Background: an optimization exercise with open tools, aiming at small area and a short achievable clock period. Do not read the settings as production practice. Only simulation tests tie the RTL to the original design; equivalence was not proved. The flow treats the clock pin as an ideal source. Dropping or thinning the clock tree relies on that and would not hold on a real chip. Power figures rest on the tool's default switching activity, not on a simulated workload.

==> flow/design.v <==
module commit_trace_buffer #(
  parameter int DATA_W = 32,
  parameter int REG_W  = 5,
  parameter int DEPTH  = 16,
  parameter int WRAP   = 0,
  parameter int INUM_W = 16
) (
  input  logic                      clk,
  input  logic                      rst,
  input  logic                      retire_valid,
  input  logic [DATA_W-1:0]         retire_pc,
  input  logic                      retire_halt,
  input  logic                      retire_regwrite,
  input  logic [REG_W-1:0]          retire_reg,
  input  logic [DATA_W-1:0]         retire_wdata,
  input  logic                      retire_memwrite,
  input  logic [DATA_W-1:0]         retire_memaddr,
  input  logic [DATA_W-1:0]         retire_memdata,
  output logic                      out_valid,
  input  logic                      out_ready,
  output logic [INUM_W-1:0]         out_inum,
  output logic [DATA_W-1:0]         out_pc,
  output logic [1:0]                out_kind,
  output logic [REG_W-1:0]          out_reg,
  output logic [DATA_W-1:0]         out_value,
  output logic [DATA_W-1:0]         out_addr,
  output logic [$clog2(DEPTH):0]    count,
  output logic                      overflow,
  output logic                      halted
);
  localparam int CNT_W = $clog2(DEPTH) + 1;
  localparam int MD    = DEPTH - 1;                        
  localparam int W     = INUM_W + DATA_W + 2 + 2 * DATA_W;  
  localparam logic [CNT_W-1:0] FULL_CNT = CNT_W'(DEPTH);
  logic [W-1:0]      mem [MD];
  logic [W-1:0]      head;
  logic [MD-1:0]     wp;               
  logic [MD-1:0]     wa, wf;           
  logic [MD:0]       rs;               
  logic [CNT_W-1:0]  cnt;
  logic              valid_q;          
  logic              full_q;           
  logic [INUM_W-1:0] inum_ctr;
  logic              ovf_q, halted_q;
  logic              accept, pop, store, to_mem, mem_pop, head_ld;
  logic [1:0]        new_kind;
  logic [W-1:0]      new_entry, head_nx;
  logic [MD-1:0]     rp, rp_nx, wp_nx;
  logic [MD:0]       hsel;
  logic [CNT_W-1:0]  cnt_nx;
  logic              inc, dec, valid_nx, mne_nx, full_nx;
  always_comb begin
    accept   = retire_valid & ~halted_q;
    pop      = valid_q & out_ready;
    store    = accept & (~full_q | out_ready);
    to_mem   = store & (~rs[MD] | (valid_q & ~out_ready));
    mem_pop  = pop & ~rs[MD];
    head_ld  = ~valid_q | out_ready;
    new_kind = retire_halt ? 2'd3 : retire_regwrite ? 2'd1 : retire_memwrite ? 2'd2 : 2'd0;
    new_entry = {inum_ctr, retire_pc, new_kind,
                 retire_regwrite ? retire_wdata : retire_memdata,
                 retire_regwrite ? DATA_W'(retire_reg) : retire_memaddr};
    hsel    = {rs[MD:0] & {(MD+1){head_ld}}};
    head_nx = ({W{~head_ld}} & head) | ({W{hsel[MD]}} & new_entry);
    for (int i = 0; i < MD; i++) head_nx = head_nx | ({W{hsel[i]}} & mem[i]);
    inc      = store & ~pop;
    dec      = pop & ~store;
    cnt_nx   = inc ? cnt + CNT_W'(1) : dec ? cnt - CNT_W'(1) : cnt;
    valid_nx = inc | (dec ? (cnt != CNT_W'(1)) : valid_q);
    mne_nx   = inc ? valid_q : dec ? (cnt > CNT_W'(2)) : ~rs[MD];
    full_nx  = inc ? (cnt == FULL_CNT - CNT_W'(1)) : (full_q & ~dec);
    rp     = rs[MD] ? wp : rs[MD-1:0];
    rp_nx  = mem_pop ? {rp[MD-2:0], rp[MD-1]} : rp;
    wp_nx  = to_mem  ? {wp[MD-2:0], wp[MD-1]} : wp;
  end
  always_ff @(posedge clk) begin
    if (rst) begin
      wp       <= MD'(1);
      wa       <= MD'(1);
      wf       <= '0;
      rs       <= {1'b1, MD'(0)};
      cnt      <= '0;
      valid_q  <= 1'b0;
      full_q   <= 1'b0;
      inum_ctr <= '0;
      ovf_q    <= 1'b0;
      halted_q <= 1'b0;
    end else begin
      if (accept)                      inum_ctr <= inum_ctr + INUM_W'(1);
      if (accept & retire_halt)        halted_q <= 1'b1;
      if (accept & full_q & ~out_ready) ovf_q   <= 1'b1;
      wp      <= wp_nx;
      wa      <= full_nx ? '0 : wp_nx;
      wf      <= (full_nx & ~(halted_q | (accept & retire_halt))) ? wp_nx : '0;
      rs      <= mne_nx ? {1'b0, rp_nx} : {1'b1, MD'(0)};
      cnt     <= cnt_nx;
      valid_q <= valid_nx;
      full_q  <= full_nx;
    end
  end
  always_ff @(posedge clk) begin
    for (int i = 0; i < MD; i++)
      if (wa[i] | (wf[i] & out_ready & retire_valid)) mem[i] <= new_entry;
    head <= head_nx;
  end
  assign {out_inum, out_pc, out_kind, out_value, out_addr} = head;
  assign out_reg   = head[REG_W-1:0];
  assign out_valid = valid_q;
  assign count     = cnt;
  assign overflow  = ovf_q;
  assign halted    = halted_q;
endmodule
clock: 5.0 ns
lec_check: 0
cap_margin: 20
core_margin: 2
core_utilization: 50
setup_slack_margin: 2.7
slew_margin: 20
standard.sh (not shown) runs the stock make flow with config.mk's settings and CLKGATE_MAP_FILE= SYNTH_SCRIPT=/design/flow/synth_recipe.tcl, a recipe that flattens the netlist after the stock synthesis.
==> flow/flow/run.sh <==
#!/bin/bash
# The standard layout (the standard.sh), with buf_2 port buffers and a clock tree of
# larger sink clusters without dummy loads. All tool output goes to standard.log
# here and to ORFS's per-step logs under orfs/logs/.
set -euo pipefail
bash standard.sh \
  "BUFFER_PORTS_ARGS=-buffer_cell sky130_fd_sc_hd__buf_2" \
  "CTS_ARGS=-sink_clustering_enable -repair_clock_nets -dont_use_dummy_load -buf_list sky130_fd_sc_hd__clkbuf_16 -sink_clustering_size 20 -sink_clustering_max_diameter 60" \
  finish > standard.log 2>&1
Edit:
--- a/flow/design.v
+++ b/flow/design.v
@@ -33,10 +33,8 @@
   localparam int W     = INUM_W + DATA_W + 2 + 2 * DATA_W;  
   localparam logic [CNT_W-1:0] FULL_CNT = CNT_W'(DEPTH);
   logic [W-1:0]      mem [MD];
   logic [W-1:0]      head;
-  logic [MD-1:0]     wp;               
-  logic [MD-1:0]     wa, wf;           
   logic [MD:0]       rs;               
   logic [CNT_W-1:0]  cnt;
   logic              valid_q;          
   logic              full_q;           
@@ -44,12 +42,11 @@
   logic              ovf_q, halted_q;
   logic              accept, pop, store, to_mem, mem_pop, head_ld;
   logic [1:0]        new_kind;
   logic [W-1:0]      new_entry, head_nx;
-  logic [MD-1:0]     rp, rp_nx, wp_nx;
   logic [MD:0]       hsel;
   logic [CNT_W-1:0]  cnt_nx;
-  logic              inc, dec, valid_nx, mne_nx, full_nx;
+  logic              inc, dec, valid_nx, full_nx;
   always_comb begin
     accept   = retire_valid & ~halted_q;
     pop      = valid_q & out_ready;
     store    = accept & (~full_q | out_ready);
@@ -66,42 +63,35 @@
     inc      = store & ~pop;
     dec      = pop & ~store;
     cnt_nx   = inc ? cnt + CNT_W'(1) : dec ? cnt - CNT_W'(1) : cnt;
     valid_nx = inc | (dec ? (cnt != CNT_W'(1)) : valid_q);
-    mne_nx   = inc ? valid_q : dec ? (cnt > CNT_W'(2)) : ~rs[MD];
     full_nx  = inc ? (cnt == FULL_CNT - CNT_W'(1)) : (full_q & ~dec);
-    rp     = rs[MD] ? wp : rs[MD-1:0];
-    rp_nx  = mem_pop ? {rp[MD-2:0], rp[MD-1]} : rp;
-    wp_nx  = to_mem  ? {wp[MD-2:0], wp[MD-1]} : wp;
   end
   always_ff @(posedge clk) begin
     if (rst) begin
-      wp       <= MD'(1);
-      wa       <= MD'(1);
-      wf       <= '0;
       rs       <= {1'b1, MD'(0)};
       cnt      <= '0;
       valid_q  <= 1'b0;
       full_q   <= 1'b0;
       inum_ctr <= '0;
       ovf_q    <= 1'b0;
       halted_q <= 1'b0;
     end else begin
-      if (accept)                      inum_ctr <= inum_ctr + INUM_W'(1);
-      if (accept & retire_halt)        halted_q <= 1'b1;
-      if (accept & full_q & ~out_ready) ovf_q   <= 1'b1;
-      wp      <= wp_nx;
-      wa      <= full_nx ? '0 : wp_nx;
-      wf      <= (full_nx & ~(halted_q | (accept & retire_halt))) ? wp_nx : '0;
-      rs      <= mne_nx ? {1'b0, rp_nx} : {1'b1, MD'(0)};
+      if (accept)                       inum_ctr <= inum_ctr + INUM_W'(1);
+      if (accept & retire_halt)         halted_q <= 1'b1;
+      if (accept & full_q & ~out_ready) ovf_q    <= 1'b1;
+      if (to_mem & ~mem_pop)            rs       <= {rs[MD-1:0], rs[MD]};
+      else if (mem_pop & ~to_mem)       rs       <= {rs[0], rs[MD:1]};
       cnt     <= cnt_nx;
       valid_q <= valid_nx;
       full_q  <= full_nx;
     end
   end
   always_ff @(posedge clk) begin
-    for (int i = 0; i < MD; i++)
-      if (wa[i] | (wf[i] & out_ready & retire_valid)) mem[i] <= new_entry;
+    if (to_mem) begin
+      mem[0] <= new_entry;
+      for (int i = 1; i < MD; i++) mem[i] <= mem[i-1];
+    end
     head <= head_nx;
   end
   assign {out_inum, out_pc, out_kind, out_value, out_addr} = head;
   assign out_reg   = head[REG_W-1:0];
What happened:
- flip-flop and latch count drops by 45
- maximum frequency grows by 0.82%
- setup slack gets better by 19 ps
- clock skew came out higher by 7.9 ps
- wire length drops by 15%
- final cell count decreases by 2.8%
- clock-buffer cell count went down by 1
- hold slack loses 91 ps
- non-clock buffer count shrinks by 6

---

Setup of run 1:
commit_trace_buffer, a different RTL version from the one above (not shown whole).
Size in the first run: ~1900 flip-flops, about 270 I/O pins, roughly 68000 um2 of cells after synthesis.
==> module commit_trace_buffer, before the edit <==
module commit_trace_buffer #(
  parameter int DATA_W = 32,
  parameter int REG_W  = 5,
  parameter int DEPTH  = 16,
  parameter int WRAP   = 0,
  parameter int INUM_W = 16
) (
  input  logic                      clk,
  input  logic                      rst,
  input  logic                      retire_valid,
  input  logic [DATA_W-1:0]         retire_pc,
  input  logic                      retire_halt,
  input  logic                      retire_regwrite,
  input  logic [REG_W-1:0]          retire_reg,
  input  logic [DATA_W-1:0]         retire_wdata,
  input  logic                      retire_memwrite,
  input  logic [DATA_W-1:0]         retire_memaddr,
  input  logic [DATA_W-1:0]         retire_memdata,
  output logic                      out_valid,
  input  logic                      out_ready,
  output logic [INUM_W-1:0]         out_inum,
  output logic [DATA_W-1:0]         out_pc,
  output logic [1:0]                out_kind,
  output logic [REG_W-1:0]          out_reg,
  output logic [DATA_W-1:0]         out_value,
  output logic [DATA_W-1:0]         out_addr,
  output logic [$clog2(DEPTH):0]    count,
  output logic                      overflow,
  output logic                      halted
);
  localparam int CNT_W = $clog2(DEPTH) + 1;
  localparam int MD    = DEPTH - 1;                        
  localparam int W     = INUM_W + DATA_W + 2 + 2 * DATA_W;  
  localparam logic [CNT_W-1:0] FULL_CNT = CNT_W'(DEPTH);
  logic [W-1:0]      mem [MD];
  logic [W-1:0]      head;
  logic [MD-1:0]     wp;               
  logic [MD:0]       rs;               
  logic [CNT_W-1:0]  cnt;
  logic              valid_q;          
  logic              full_q;           
  logic [INUM_W-1:0] inum_ctr;
  logic              ovf_q, halted_q;
  logic              accept, pop, store, to_mem, mem_pop, head_ld, mem_we;
  logic [1:0]        new_kind;
  logic [W-1:0]      new_entry, head_nx;
  logic [MD-1:0]     rp, rp_nx, wp_nx;
  logic [MD:0]       hsel;
  logic [CNT_W-1:0]  cnt_nx;
  logic              inc, dec, valid_nx, mne_nx, full_nx;
  always_comb begin
    accept   = retire_valid & ~halted_q;
    pop      = valid_q & out_ready;
    store    = accept & (~full_q | out_ready);
    to_mem   = store & (~rs[MD] | (valid_q & ~out_ready));
    mem_pop  = pop & ~rs[MD];
    head_ld  = ~valid_q | out_ready;
    mem_we   = ~full_q | (out_ready & accept);
    new_kind = retire_halt ? 2'd3 : retire_regwrite ? 2'd1 : retire_memwrite ? 2'd2 : 2'd0;
    new_entry = {inum_ctr, retire_pc, new_kind,
                 retire_regwrite ? retire_wdata : retire_memdata,
                 retire_regwrite ? DATA_W'(retire_reg) : retire_memaddr};
    hsel    = {rs[MD:0] & {(MD+1){head_ld}}};
    head_nx = ({W{~head_ld}} & head) | ({W{hsel[MD]}} & new_entry);
    for (int i = 0; i < MD; i++) head_nx = head_nx | ({W{hsel[i]}} & mem[i]);
    inc      = store & ~pop;
    dec      = pop & ~store;
    cnt_nx   = inc ? cnt + CNT_W'(1) : dec ? cnt - CNT_W'(1) : cnt;
    valid_nx = inc | (dec ? (cnt != CNT_W'(1)) : valid_q);
    mne_nx   = inc ? valid_q : dec ? (cnt > CNT_W'(2)) : ~rs[MD];
    full_nx  = inc ? (cnt == FULL_CNT - CNT_W'(1)) : (full_q & ~dec);
    rp     = rs[MD] ? wp : rs[MD-1:0];
    rp_nx  = mem_pop ? {rp[MD-2:0], rp[MD-1]} : rp;
    wp_nx  = to_mem  ? {wp[MD-2:0], wp[MD-1]} : wp;
  end
  always_ff @(posedge clk) begin
    if (rst) begin
      wp       <= MD'(1);
      rs       <= {1'b1, MD'(0)};
      cnt      <= '0;
      valid_q  <= 1'b0;
      full_q   <= 1'b0;
      inum_ctr <= '0;
      ovf_q    <= 1'b0;
      halted_q <= 1'b0;
    end else begin
      if (accept)                      inum_ctr <= inum_ctr + INUM_W'(1);
      if (accept & retire_halt)        halted_q <= 1'b1;
      if (accept & full_q & ~out_ready) ovf_q   <= 1'b1;
      wp      <= wp_nx;
      rs      <= mne_nx ? {1'b0, rp_nx} : {1'b1, MD'(0)};
      cnt     <= cnt_nx;
      valid_q <= valid_nx;
      full_q  <= full_nx;
    end
  end
  always_ff @(posedge clk) begin
    for (int i = 0; i < MD; i++)
      if (wp[i] & mem_we) mem[i] <= new_entry;
    head <= head_nx;
  end
  assign {out_inum, out_pc, out_kind, out_value, out_addr} = head;
  assign out_reg   = head[REG_W-1:0];
  assign out_valid = valid_q;
  assign count     = cnt;
  assign overflow  = ovf_q;
  assign halted    = halted_q;
endmodule
export LEC_CHECK = 0
export CAP_MARGIN = 20
export CORE_MARGIN = 2
export CORE_UTILIZATION = 50
export SETUP_SLACK_MARGIN = 2.9
export SLEW_MARGIN = 20
create_clock -name core_clock -period 5.0 [get_ports {clk}]
==> flow/flow/run.sh <==
#!/bin/bash
# The standard layout (the standard.sh) with buf_2 port buffers and a clock tree without dummy
# loads whose sink clusters are driven by clkbuf_8; after CTS the tree's root buffer is replaced by
# four roots by the clk port (flow/split_root.tcl), then the standard flow routes and finishes.
# Tool output: standard_cts.log, split_root.log, standard_finish.log here, and ORFS's step logs.
set -euo pipefail
ARGS=(
  "BUFFER_PORTS_ARGS=-buffer_cell sky130_fd_sc_hd__buf_2"
  "CTS_ARGS=-sink_clustering_enable -repair_clock_nets -dont_use_dummy_load -root_buf sky130_fd_sc_hd__clkbuf_16 -buf_list sky130_fd_sc_hd__clkbuf_16 -sink_clustering_buffer sky130_fd_sc_hd__clkbuf_8 -sink_clustering_size 16 -sink_clustering_max_diameter 50"
)
bash standard.sh "${ARGS[@]}" cts > standard_cts.log 2>&1
R=orfs/results/${FLOW_PLATFORM}/commit_trace_buffer/base
SPLIT_ODB=$R/4_cts.odb openroad -no_init -exit flow/split_root.tcl > split_root.log 2>&1
touch $R/4_cts.sdc
bash standard.sh "${ARGS[@]}" finish > standard_finish.log 2>&1
Other scripts of this flow, unchanged in this note and not shown: flow/flow/split_root.tcl
For run 2, these inputs were changed with respect to run 1:
==> flow/design.v <==
module commit_trace_buffer #(
  parameter int DATA_W = 32,
  parameter int REG_W  = 5,
  parameter int DEPTH  = 16,
  parameter int WRAP   = 0,
  parameter int INUM_W = 16
) (
  input  logic                      clk,
  input  logic                      rst,
  input  logic                      retire_valid,
  input  logic [DATA_W-1:0]         retire_pc,
  input  logic                      retire_halt,
  input  logic                      retire_regwrite,
  input  logic [REG_W-1:0]          retire_reg,
  input  logic [DATA_W-1:0]         retire_wdata,
  input  logic                      retire_memwrite,
  input  logic [DATA_W-1:0]         retire_memaddr,
  input  logic [DATA_W-1:0]         retire_memdata,
  output logic                      out_valid,
  input  logic                      out_ready,
  output logic [INUM_W-1:0]         out_inum,
  output logic [DATA_W-1:0]         out_pc,
  output logic [1:0]                out_kind,
  output logic [REG_W-1:0]          out_reg,
  output logic [DATA_W-1:0]         out_value,
  output logic [DATA_W-1:0]         out_addr,
  output logic [$clog2(DEPTH):0]    count,
  output logic                      overflow,
  output logic                      halted
);
  localparam int CNT_W = $clog2(DEPTH) + 1;
  localparam int MD    = DEPTH - 1;                        
  localparam int W     = INUM_W + DATA_W + 2 + 2 * DATA_W;  
  localparam logic [CNT_W-1:0] FULL_CNT = CNT_W'(DEPTH);
  logic [W-1:0]      mem [MD];
  logic [W-1:0]      head;
  logic [MD-1:0]     wp;               
  logic [MD-1:0]     wa, wf;           
  logic [MD:0]       rs;               
  logic [CNT_W-1:0]  cnt;
  logic              valid_q;          
  logic              full_q;           
  logic [INUM_W-1:0] inum_ctr;
  logic              ovf_q, halted_q;
  logic              accept, pop, store, to_mem, mem_pop, head_ld;
  logic [1:0]        new_kind;
  logic [W-1:0]      new_entry, head_nx;
  logic [MD-1:0]     rp, rp_nx, wp_nx;
  logic [CNT_W-1:0]  cnt_nx;
  logic              inc, dec, valid_nx, mne_nx, full_nx;
  always_comb begin
    accept   = retire_valid & ~halted_q;
    pop      = valid_q & out_ready;
    store    = accept & (~full_q | out_ready);
    to_mem   = store & (~rs[MD] | (valid_q & ~out_ready));
    mem_pop  = pop & ~rs[MD];
    head_ld  = ~valid_q | out_ready;
    new_kind = retire_halt ? 2'd3 : retire_regwrite ? 2'd1 : retire_memwrite ? 2'd2 : 2'd0;
    new_entry = {inum_ctr, retire_pc, new_kind,
                 retire_regwrite ? retire_wdata : retire_memdata,
                 retire_regwrite ? DATA_W'(retire_reg) : retire_memaddr};
    head_nx = {W{rs[MD]}} & new_entry;
    for (int i = 0; i < MD; i++) head_nx = head_nx | ({W{rs[i]}} & mem[i]);
    inc      = store & ~pop;
    dec      = pop & ~store;
    cnt_nx   = inc ? cnt + CNT_W'(1) : dec ? cnt - CNT_W'(1) : cnt;
    valid_nx = inc | (dec ? (cnt != CNT_W'(1)) : valid_q);
    mne_nx   = inc ? valid_q : dec ? (cnt > CNT_W'(2)) : ~rs[MD];
    full_nx  = inc ? (cnt == FULL_CNT - CNT_W'(1)) : (full_q & ~dec);
    rp     = rs[MD] ? wp : rs[MD-1:0];
    rp_nx  = mem_pop ? {rp[MD-2:0], rp[MD-1]} : rp;
    wp_nx  = to_mem  ? {wp[MD-2:0], wp[MD-1]} : wp;
  end
  always_ff @(posedge clk) begin
    if (rst) begin
      wp       <= MD'(1);
      wa       <= MD'(1);
      wf       <= '0;
      rs       <= {1'b1, MD'(0)};
      cnt      <= '0;
      valid_q  <= 1'b0;
      full_q   <= 1'b0;
      inum_ctr <= '0;
      ovf_q    <= 1'b0;
      halted_q <= 1'b0;
    end else begin
      if (accept)                      inum_ctr <= inum_ctr + INUM_W'(1);
      if (accept & retire_halt)        halted_q <= 1'b1;
      if (accept & full_q & ~out_ready) ovf_q   <= 1'b1;
      wp      <= wp_nx;
      wa      <= full_nx ? '0 : wp_nx;
      wf      <= (full_nx & ~(halted_q | (accept & retire_halt))) ? wp_nx : '0;
      rs      <= mne_nx ? {1'b0, rp_nx} : {1'b1, MD'(0)};
      cnt     <= cnt_nx;
      valid_q <= valid_nx;
      full_q  <= full_nx;
    end
  end
  always_ff @(posedge clk) begin
    for (int i = 0; i < MD; i++)
      if (wa[i] | (wf[i] & out_ready & retire_valid)) mem[i] <= new_entry;
    if (head_ld) head <= head_nx;
  end
  assign {out_inum, out_pc, out_kind, out_value, out_addr} = head;
  assign out_reg   = head[REG_W-1:0];
  assign out_valid = valid_q;
  assign count     = cnt;
  assign overflow  = ovf_q;
  assign halted    = halted_q;
endmodule
==> comparison <==
As of run 2, final instance count without filler cells had fallen by a few percent compared to run 1. Comparing run 1 with run 2, the synthesized-area fraction occupied by adder cells came out essentially unchanged. Changes observed in run 2 relative to run 1: total power consumption of the routed design picked up an extra about 0.8%, post-synthesis to final-layout area growth lost 0.27 points, number of antenna cells inserted picked up an extra 1. Compared with run 1, in run 2 TritonCTS sink count grew by 30; count of multi-input gates shrank by 196; total instance count after detailed placement shrank by 2.7%; final design instance area without fill grew by about 0.56%; largest fanout of any net on the critical path shrank by 7.

what the ideal ports hide:
How much do the figures lean on ideal ports? The routed layouts below were timed once more, with nothing changed but the port constraints. Step 1 (the two cells are an assumption about what drives the block):
set clk [get_ports {clk}]
set_driving_cell -lib_cell sky130_fd_sc_hd__clkbuf_16 $clk
set_driving_cell -lib_cell sky130_fd_sc_hd__buf_2 [delete_from_list [all_inputs] $clk]
Step 2 times the ports against the registers' clock, not the clock port: input delays grow and output delays shrink by t, the midpoint of the rising clock arrivals with the driver on. Three values: ideal, step 1, step 2; two values: the first two.
run | t (ns) | setup slack, ns | worst hold slack (ns)
the first run of note 1 | 0.824 | 2.645 / 2.566 / 1.939 | 0.483 / 0.483 / 0.483
the second run of note 1 | 0.831 | 2.664 / 2.639 / 1.869 | 0.392 / 0.358 / 0.402
run 1 | 0.603 | 2.837 / 2.797 / 2.257 | 0.492 / 0.492 / 0.492
run 2 | 0.603 | 2.688 / 2.633 / 2.295 | 0.504 / 0.504 / 0.504
After both steps every run listed still meets setup and hold. For the second run of note 1, which loses most, drivers alone change the setup slack by -0.025 ns; drivers and shift together by -0.795 ns.
